This is an optimization exercise on Yosys and OpenROAD, whose aim is small area and a short achievable clock period, not a production implementation. No functional check of the RTL was part of this run. Power is estimated from default activity; no workload was simulated.

[flow/design.v]
`timescale 1ns/1ps
module divTop (
    input  logic        clk,
    input  logic        arstN,
    input  logic        inValid,
    input  logic [15:0] dividend,
    input  logic [15:0] divisor,
    output logic        outValid,
    output logic [15:0] quotient,
    output logic [15:0] remainder,
    output logic        err
);
    logic [14:0] am_c, dm_c;
    logic        neg_c, err_c;
    assign am_c  = dividend[15] ? (~dividend[14:0] + 15'd1) : dividend[14:0];
    assign dm_c  = divisor[15] ? divisor[14:0] : ~divisor[14:0];
    logic ci_c;
    assign ci_c  = ~divisor[15];
    assign neg_c = dividend[15] ^ divisor[15];
    assign err_c = (dividend == 16'h8000) || (divisor[14:0] == 15'd0);
    logic am14_c, dOne_c;
    assign am14_c = dividend[15] ? (~dividend[14] ^ (dividend[13:0] == 14'd0)) : dividend[14];
    assign dOne_c = (divisor == 16'h0001) || (divisor == 16'hffff);
    logic [0:0] qs0, r0;
    assign qs0 = am14_c & dOne_c;
    assign r0  = am14_c & ~dOne_c;
    logic [13:0] ar_1;
    assign ar_1 = am_c[13:0];
    logic v_1;
    always_ff @(posedge clk or negedge arstN)
        if (!arstN) v_1 <= 1'b0;
        else        v_1 <= inValid;
    logic [14:0] d_1;
    logic [13:0] a_1;
    logic [0:0] q_1;
    logic [0:0] r_1;
    logic [0:0] neg_1;
    logic [0:0] err_1;
    logic [0:0] ci_1;
    always_ff @(posedge clk) begin
        d_1 <= dm_c;
        a_1 <= ar_1;
        q_1 <= qs0;
        r_1 <= r0;
        neg_1 <= neg_c;
        err_1 <= err_c;
        ci_1 <= ci_c;
    end
    logic [1:0] s1;
    assign s1 = {r_1, a_1[13]};
    logic [2:0] t1;
    assign t1 = {1'b0, s1} + {1'b0, d_1[1:0]} + 3'(ci_1);
    logic qb1;
    assign qb1 = t1[2] & (&d_1[14:2]);
    logic [1:0] r1;
    assign r1 = qb1 ? t1[1:0] : s1;
    logic [1:0] qs1;
    assign qs1 = {q_1, qb1};
    logic [2:0] s2;
    assign s2 = {r1, a_1[12]};
    logic [3:0] t2;
    assign t2 = {1'b0, s2} + {1'b0, d_1[2:0]} + 4'(ci_1);
    logic qb2;
    assign qb2 = t2[3] & (&d_1[14:3]);
    logic [2:0] r2;
    assign r2 = qb2 ? t2[2:0] : s2;
    logic [2:0] qs2;
    assign qs2 = {qs1, qb2};
    logic [3:0] s3;
    assign s3 = {r2, a_1[11]};
    logic [4:0] t3;
    assign t3 = {1'b0, s3} + {1'b0, d_1[3:0]} + 5'(ci_1);
    logic qb3;
    assign qb3 = t3[4] & (&d_1[14:4]);
    logic [3:0] r3;
    assign r3 = qb3 ? t3[3:0] : s3;
    logic [3:0] qs3;
    assign qs3 = {qs2, qb3};
    logic [10:0] ar_2;
    assign ar_2 = a_1[10:0];
    logic v_2;
    always_ff @(posedge clk or negedge arstN)
        if (!arstN) v_2 <= 1'b0;
        else        v_2 <= v_1;
    logic [14:0] d_2;
    logic [10:0] a_2;
    logic [3:0] q_2;
    logic [3:0] r_2;
    logic [0:0] neg_2;
    logic [0:0] err_2;
    logic [0:0] ci_2;
    always_ff @(posedge clk) begin
        d_2 <= d_1;
        a_2 <= ar_2;
        q_2 <= qs3;
        r_2 <= r3;
        neg_2 <= neg_1;
        err_2 <= err_1;
        ci_2 <= ci_1;
    end
    logic [4:0] s4;
    assign s4 = {r_2, a_2[10]};
    logic [5:0] t4;
    assign t4 = {1'b0, s4} + {1'b0, d_2[4:0]} + 6'(ci_2);
    logic qb4;
    assign qb4 = t4[5] & (&d_2[14:5]);
    logic [4:0] r4;
    assign r4 = qb4 ? t4[4:0] : s4;
    logic [4:0] qs4;
    assign qs4 = {q_2, qb4};
    logic [5:0] s5;
    assign s5 = {r4, a_2[9]};
    logic [6:0] t5;
    assign t5 = {1'b0, s5} + {1'b0, d_2[5:0]} + 7'(ci_2);
    logic qb5;
    assign qb5 = t5[6] & (&d_2[14:6]);
    logic [5:0] r5;
    assign r5 = qb5 ? t5[5:0] : s5;
    logic [5:0] qs5;
    assign qs5 = {qs4, qb5};
    logic [8:0] ar_3;
    assign ar_3 = a_2[8:0];
    logic v_3;
    always_ff @(posedge clk or negedge arstN)
        if (!arstN) v_3 <= 1'b0;
        else        v_3 <= v_2;
    logic [14:0] d_3;
    logic [8:0] a_3;
    logic [5:0] q_3;
    logic [5:0] r_3;
    logic [0:0] neg_3;
    logic [0:0] err_3;
    logic [0:0] ci_3;
    always_ff @(posedge clk) begin
        d_3 <= d_2;
        a_3 <= ar_3;
        q_3 <= qs5;
        r_3 <= r5;
        neg_3 <= neg_2;
        err_3 <= err_2;
        ci_3 <= ci_2;
    end
    logic [6:0] s6;
    assign s6 = {r_3, a_3[8]};
    logic [7:0] t6;
    assign t6 = {1'b0, s6} + {1'b0, d_3[6:0]} + 8'(ci_3);
    logic qb6;
    assign qb6 = t6[7] & (&d_3[14:7]);
    logic [6:0] r6;
    assign r6 = qb6 ? t6[6:0] : s6;
    logic [6:0] qs6;
    assign qs6 = {q_3, qb6};
    logic [7:0] s7;
    assign s7 = {r6, a_3[7]};
    logic [8:0] t7;
    assign t7 = {1'b0, s7} + {1'b0, d_3[7:0]} + 9'(ci_3);
    logic qb7;
    assign qb7 = t7[8] & (&d_3[14:8]);
    logic [7:0] r7;
    assign r7 = qb7 ? t7[7:0] : s7;
    logic [7:0] qs7;
    assign qs7 = {qs6, qb7};
    logic [6:0] ar_4;
    assign ar_4 = a_3[6:0];
    logic v_4;
    always_ff @(posedge clk or negedge arstN)
        if (!arstN) v_4 <= 1'b0;
        else        v_4 <= v_3;
    logic [14:0] d_4;
    logic [6:0] a_4;
    logic [7:0] q_4;
    logic [7:0] r_4;
    logic [0:0] neg_4;
    logic [0:0] err_4;
    logic [0:0] ci_4;
    always_ff @(posedge clk) begin
        d_4 <= d_3;
        a_4 <= ar_4;
        q_4 <= qs7;
        r_4 <= r7;
        neg_4 <= neg_3;
        err_4 <= err_3;
        ci_4 <= ci_3;
    end
    logic [8:0] s8;
    assign s8 = {r_4, a_4[6]};
    logic [9:0] t8;
    assign t8 = {1'b0, s8} + {1'b0, d_4[8:0]} + 10'(ci_4);
    logic qb8;
    assign qb8 = t8[9] & (&d_4[14:9]);
    logic [8:0] r8;
    assign r8 = qb8 ? t8[8:0] : s8;
    logic [8:0] qs8;
    assign qs8 = {q_4, qb8};
    logic [9:0] s9;
    assign s9 = {r8, a_4[5]};
    logic [10:0] t9;
    assign t9 = {1'b0, s9} + {1'b0, d_4[9:0]} + 11'(ci_4);
    logic qb9;
    assign qb9 = t9[10] & (&d_4[14:10]);
    logic [9:0] r9;
    assign r9 = qb9 ? t9[9:0] : s9;
    logic [9:0] qs9;
    assign qs9 = {qs8, qb9};
    logic [4:0] ar_5;
    assign ar_5 = a_4[4:0];
    logic v_5;
    always_ff @(posedge clk or negedge arstN)
        if (!arstN) v_5 <= 1'b0;
        else        v_5 <= v_4;
    logic [14:0] d_5;
    logic [4:0] a_5;
    logic [9:0] q_5;
    logic [9:0] r_5;
    logic [0:0] neg_5;
    logic [0:0] err_5;
    logic [0:0] ci_5;
    always_ff @(posedge clk) begin
        d_5 <= d_4;
        a_5 <= ar_5;
        q_5 <= qs9;
        r_5 <= r9;
        neg_5 <= neg_4;
        err_5 <= err_4;
        ci_5 <= ci_4;
    end
    logic [10:0] s10;
    assign s10 = {r_5, a_5[4]};
    logic [11:0] t10;
    assign t10 = {1'b0, s10} + {1'b0, d_5[10:0]} + 12'(ci_5);
    logic qb10;
    assign qb10 = t10[11] & (&d_5[14:11]);
    logic [10:0] r10;
    assign r10 = qb10 ? t10[10:0] : s10;
    logic [10:0] qs10;
    assign qs10 = {q_5, qb10};
    logic [11:0] s11;
    assign s11 = {r10, a_5[3]};
    logic [12:0] t11;
    assign t11 = {1'b0, s11} + {1'b0, d_5[11:0]} + 13'(ci_5);
    logic qb11;
    assign qb11 = t11[12] & (&d_5[14:12]);
    logic [11:0] r11;
    assign r11 = qb11 ? t11[11:0] : s11;
    logic [11:0] qs11;
    assign qs11 = {qs10, qb11};
    logic [2:0] ar_6;
    assign ar_6 = a_5[2:0];
    logic v_6;
    always_ff @(posedge clk or negedge arstN)
        if (!arstN) v_6 <= 1'b0;
        else        v_6 <= v_5;
    logic [14:0] d_6;
    logic [2:0] a_6;
    logic [11:0] q_6;
    logic [11:0] r_6;
    logic [0:0] neg_6;
    logic [0:0] err_6;
    logic [0:0] ci_6;
    always_ff @(posedge clk) begin
        d_6 <= d_5;
        a_6 <= ar_6;
        q_6 <= qs11;
        r_6 <= r11;
        neg_6 <= neg_5;
        err_6 <= err_5;
        ci_6 <= ci_5;
    end
    logic [12:0] s12;
    assign s12 = {r_6, a_6[2]};
    logic [13:0] t12;
    assign t12 = {1'b0, s12} + {1'b0, d_6[12:0]} + 14'(ci_6);
    logic qb12;
    assign qb12 = t12[13] & (&d_6[14:13]);
    logic [12:0] r12;
    assign r12 = qb12 ? t12[12:0] : s12;
    logic [12:0] qs12;
    assign qs12 = {q_6, qb12};
    logic [13:0] s13;
    assign s13 = {r12, a_6[1]};
    logic [14:0] t13;
    assign t13 = {1'b0, s13} + {1'b0, d_6[13:0]} + 15'(ci_6);
    logic qb13;
    assign qb13 = t13[14] & (&d_6[14:14]);
    logic [13:0] r13;
    assign r13 = qb13 ? t13[13:0] : s13;
    logic [13:0] qs13;
    assign qs13 = {qs12, qb13};
    logic [0:0] ar_7;
    assign ar_7 = a_6[0:0];
    logic v_7;
    always_ff @(posedge clk or negedge arstN)
        if (!arstN) v_7 <= 1'b0;
        else        v_7 <= v_6;
    logic [14:0] d_7;
    logic [0:0] a_7;
    logic [13:0] q_7;
    logic [13:0] r_7;
    logic [0:0] neg_7;
    logic [0:0] err_7;
    logic [0:0] ci_7;
    always_ff @(posedge clk) begin
        d_7 <= d_6;
        a_7 <= ar_7;
        q_7 <= qs13;
        r_7 <= r13;
        neg_7 <= neg_6;
        err_7 <= err_6;
        ci_7 <= ci_6;
    end
    logic [14:0] s14;
    assign s14 = {r_7, a_7[0]};
    logic [15:0] t14;
    assign t14 = {1'b0, s14} + {1'b0, d_7[14:0]} + 16'(ci_7);
    logic qb14;
    assign qb14 = t14[15];
    logic [14:0] r14;
    assign r14 = qb14 ? t14[14:0] : s14;
    logic [14:0] qs14;
    assign qs14 = {q_7, qb14};
    logic [15:0] qo_c;
    logic [15:0] z_c;
    assign z_c[0] = 1'b0;
    genvar gz;
    for (gz = 1; gz < 16; gz++) begin : gZ
        assign z_c[gz] = |qs14[gz-1:0];
    end
    assign qo_c = {1'b0, qs14} ^ ({16{neg_7}} & z_c);
    logic v_8;
    always_ff @(posedge clk or negedge arstN)
        if (!arstN) v_8 <= 1'b0;
        else        v_8 <= v_7;
    logic [15:0] qo_8;
    logic [14:0] r_8;
    logic [0:0] err_8;
    always_ff @(posedge clk) begin
        qo_8 <= qo_c;
        r_8 <= r14;
        err_8 <= err_7;
    end
    assign outValid  = v_8;
    assign quotient  = qo_8;
    assign remainder = {1'b0, r_8};
    assign err       = err_8;
endmodule
[flow/flow/run.sh]
#!/bin/bash
# Standard layout (the standard.sh), with timing repair aiming a few ns below the clock
# period (flow/margin.txt, passed as SETUP_SLACK_MARGIN) and any extra ORFS make variables
# listed one per line in flow/extra.txt. The whole output goes to standard_flow.log here.
set -euo pipefail
cd "$(dirname "$0")/.."
MARGIN=$(cat flow/margin.txt)
ARGS=()
if [[ -f flow/extra.txt ]]; then
  while IFS= read -r line; do
    [[ -n "$line" ]] && ARGS+=("$line")
  done < flow/extra.txt
fi
bash standard.sh "SETUP_SLACK_MARGIN=$MARGIN" "${ARGS[@]}" finish > standard_flow.log 2>&1
[flow/flow/extra.txt]
BUFFER_PORTS_ARGS=-buffer_cell sky130_fd_sc_hd__buf_2
[flow/flow/margin.txt]
7.5
[flow/standard.sh]
#!/bin/bash
# synth_recipe.tcl (not shown) runs the flow's synth.tcl, then flattens the netlist and writes it again
# the make line also repeats each setting of config.mk as NAME=value (left out here)
make -C /OpenROAD-flow-scripts/flow DESIGN_CONFIG=/design/flow/config.mk WORK_HOME=/design/flow/orfs CLKGATE_MAP_FILE= SYNTH_SCRIPT=/design/flow/synth_recipe.tcl "${@:-finish}"
[flow/config.mk]
export PLATFORM = sky130hd
export DESIGN_NAME = divTop
export DESIGN_NICKNAME = divTop
export VERILOG_FILES = /design/flow/design.v
export SDC_FILE = /design/flow/constraint.sdc
export NUM_CORES = 4
export LEC_CHECK = 0
export ABC_AREA = 1
export CAP_MARGIN = 20
export CORE_MARGIN = 2
export CORE_UTILIZATION = 40
export CTS_BUF_LIST = sky130_fd_sc_hd__clkbuf_16
export CTS_CLUSTER_DIAMETER = 150
export CTS_CLUSTER_SIZE = 25
export SLEW_MARGIN = 20
[flow/constraint.sdc]
create_clock -name core_clock -period 11.0 [get_ports {clk}]
set_input_delay 2.2000 -clock core_clock [delete_from_list [all_inputs] [get_ports {clk}]]
set_output_delay 2.2000 -clock core_clock [all_outputs]
set_load 0.01 [all_outputs]
==> results.sh <==
export IMPL_worstMarginPinSlew_ns=0.673
export IMPL_first_iter_violations=391
export IMPL_wirelength_um=34000
export IMPL_hold_viol=0
export IMPL_power_per_cell_area_mw_per_mm2=202
export IMPL_syn_nets=2087
export IMPL_dieHeight_um=200
export IMPL_maxCapViolations=0
export IMPL_rsz0062_at_grt="true"
export IMPL_diodes=0
export IMPL_postSynthCellCount=1913
export IMPL_ff2ff_path_depth=22
export IMPL_startpoint_type="register"
export IMPL_path_clk_slew_ns=0.10
export IMPL_grt_usage=0.171
export IMPL_finalCriticalPeriod_ns=3.44
export IMPL_whs_path_depth=0
export IMPL_critPathRequiredTime_ns=11.46
export IMPL_clock_path_buffers=3
export IMPL_netlist_top_cells_area="dfxtp_1 41%, nand2_1 13%, ha_1 9.0%, inv_1 6.3%, nand3_1 4.7%"
export IMPL_postRouteAntennaNets=0
export IMPL_post_dp_hpwl_um=27200
export IMPL_ys_flop_type="dfxtp_1"
export IMPL_cts_buffers=17
export IMPL_synth_edff_count=0
export IMPL_grt_max_degree=27
export IMPL_final_cell_mix="520 x nand2_1, 307 x dfxtp_1, 248 x inv_1"
export IMPL_cts_sinks=326
export IMPL_criticalPathCategory="register to register"
export IMPL_min_from="q_6[8]"
export IMPL_yosysTopAreaCell="dfxtp_1"
export IMPL_max_freq_mhz=291
export IMPL_min_period_over_period=0.312
export IMPL_p_leak_uw=0.00868
export IMPL_fin_ws_ns=7.56
export IMPL_cp_arrival_ns=3.90
export IMPL_insertion_delay_ns=0.53
export IMPL_cts_hold_buffers_added=0
export IMPL_hold_path_end="q_7[10]"
export IMPL_grt_pass1_wl_um=55300
export IMPL_crit_chain="fa_2, inv_2, fa_2, nor2_4, nand3_2, nand2_1, nand2_2, ha_4, inv_2, o21bai_1, a21o_1, nand3_2, nand2_1, nand2_2, fa_2, inv_2, nand2_4, nand2_4, a21oi_2, nor2_2, buf_4, mux2i_1"
export IMPL_place_ws_ns=6.71
export IMPL_cts_tree="yes"
export IMPL_yosysWarnings=1
export IMPL_setup_viol=0
export IMPL_async_flop_share=0.0245
export IMPL_grt_pass1_vias=11576
export IMPL_fin_nets=2176
export IMPL_dr_pass1_iters=5
export IMPL_gp_congestion=0.887
export IMPL_r2r_start="ci_1"
export IMPL_start_util=0.407
export IMPL_clockRootBuffer="clkbuf_16"
export IMPL_tns_ns=0
export IMPL_synthesis_area_sq_mm=0.0154
export IMPL_dieArea_sq_mm=0.0400
export IMPL_slowest_stage="dfxtp_4"
export IMPL_cts_htree_levels=1
export IMPL_path_max_fanout=3
export IMPL_ys_types=49
export IMPL_nFillCells=3694
export IMPL_hold_slack_ns=0.317
export IMPL_synth_seq_cells=326
export IMPL_drv_slew=0
export IMPL_fin_skew_ns=0.0300
export IMPL_area_growth_pct=12.8
export IMPL_final_cells=2516
export IMPL_placed_cells=2470
export IMPL_gr_total_overflow=0
export IMPL_hp_class="register to register"
export IMPL_drc=0
export IMPL_io_buffers=67
export IMPL_final_common_cell="nand2_1"
export IMPL_ios=69
export IMPL_power_uw=3500
export IMPL_via_per_inst=4.69
export IMPL_wl_per_cell_um=13.5
export IMPL_peakVddDrop_uv=91.6
export IMPL_chipWidth_um=200
export IMPL_antenna_found_initial=1
export IMPL_syn_mean_instance_area_sq_um=8.03
export IMPL_crit_path_end_kind="register"
export IMPL_worst_slew_margin_rel=0.548
export IMPL_crit_path_max_incr_delay_ns=0.36
export IMPL_r2r_slack_ns=7.56
export IMPL_rr_endpoint="r_2[1]"
export IMPL_coreArea_sq_mm=0.0378
export IMPL_layout_drive_gt1_share=0.114
export IMPL_ys_seq_area_frac=0.427
export IMPL_num_rows=71
export IMPL_vias=11799
export IMPL_status="finished clean"
export IMPL_yosysTopAreaCellShare=0.414
-- worst max-delay path by stage --
| stage | to | slack, ns | startpoint |
|---|---|---|---|
| 6_report | r_2[1] | 7.56 | ci_1 |
| 5_1_grt | r_2[1] | 7.36 | a_1[13] |
| 4_1_cts | r_2[1] | 7.51 | d_1[0] |
| 3_5_place_dp | r_6[8] | 6.71 | d_5[0] |
| 3_3_place_gp | r_6[8] | 6.74 | d_5[0] |
| 2_1_floorplan | r_1 | 7.58 | divisor[15] |
-- power breakdown --
| part | switching (uW) | internal, uW | leakage (uW) | total (uW) |
|---|---|---|---|---|
| logic | 840 | 541 | 0.00568 | 1380 |
| registers | 103 | 1360 | 0.00275 | 1460 |
| clock network | 370 | 287 | 0.000241 | 657 |
| total | 1310 | 2190 | 0.00868 | 3500 |
-- Yosys cell counts (8+ instances only) --
cell type,n
a31oi_1,9
nand2_2,15
buf_2,8
nor2_1,89
nor3_1,14
dfxtp_1,318
nand4_1,37
ha_1,111
nand3_1,144
o21bai_1,11
o21ai_0,35
inv_1,257
dfrtp_1,8
nand2_1,536
a21oi_1,69
fa_1,28
xnor2_1,50
and2_1,37
xor2_1,50
nand3b_1,9
o21ai_1,15
-- kinds of logic (layout without fill, tap and decap cells) --
group | count (synthesis) | after routing | synth area share
xor+xnor | 100 | 100 | 0.0570
other cells | 1 | 1 | 0.000244
compound gates | 157 | 157 | 0.0569
mux | 1 | 1 | 0.000651
simple gates | 903 | 906 | 0.257
flops | 326 | 326 | 0.427
buf+inv | 286 | 375 | 0.0745
fa+ha+maj | 139 | 139 | 0.127
-- layout make-up --
| type | count | area, sq um | area share |
|---|---|---|---|
| clock buffers | 17 | 425 | 0.0245 |
| clock inverters | 5 | 50.0 | 0.00289 |
| inverters | 265 | 1030 | 0.0593 |
| multi-input cells | 1304 | 8070 | 0.466 |
| flip-flops and latches | 326 | 6590 | 0.380 |
| well taps | 511 | 639 | 0.0369 |
| repair buffers | 87 | 523 | 0.0302 |
| repair inverters | 1 | 8.76 | 0.000505 |
-- metrics by stage --
step                      cell area, sq um   util
after floorplan                      15400      -
after global routing                 17300  0.459
final                                17300  0.459
after detailed placement             16200  0.429
after CTS                            16900  0.447
after global placement               16200  0.429
-- layer usage --
metal / track usage / vias up / routed length [um]
met2: 0.312 / 151 / 16700
met1: 0.206 / 5344 / 15100
met4: 0.0601 / 0 / 1180
li1: - / 6236 / -
met3: 0.0222 / 68 / 965
met5: 0 / - / 0
-- critical path: cells and delay by family (launching register included) --
kind                       cells  cell delay [ns]
adders and majority gates      4             1.17
and+or+nand+nor               10             1.00
muxes                          1             0.16
AOI/OAI and AO/OA              3             0.38
DFF                            1             0.36
buffers and inverters          4             0.29
-- flip-flops by register name, summed over array words and instances (netlist names), 15 cells and up --
signal	count
d_1	15
d_2	15
d_3	15
d_4	15
d_5	15
d_6	15
d_7	15
qo_8	16
r_8	15
-- repair_timing --
item                                    4_1_cts  5_1_grt
gates cloned                                  1        3
buffers inserted                             11        9
resized for setup                            35       86
pin swaps                                     9       28
endpoints found under the setup margin       49       60

-- separate check: timing with driven ports --
No port has a modelled driver above. Below, the same layout with a new extraction and two added sets of constraints.
Step 1 (the two cells are an assumption about what drives the block):
set clk [get_ports {clk}]
set_driving_cell -lib_cell sky130_fd_sc_hd__clkbuf_16 $clk
set_driving_cell -lib_cell sky130_fd_sc_hd__buf_2 [delete_from_list [all_inputs] $clk]
Step 2, shift: input delay + t, output delay - t, t = (earliest + latest rising clock arrival at the registers) / 2. This alone moves slack from input paths to output paths.
Slacks: ideal / step 1 / step 2; pairs: ideal / step 1.
t, ns: 0.565
slack for setup (ns): 7.563 / 7.563 / 7.389
worst register clock-pin slew, ns: 0.10 / 0.10
After both steps this run still meets setup and hold. For this run, drivers alone change the setup slack by 0.000 ns; drivers and shift together by -0.174 ns.
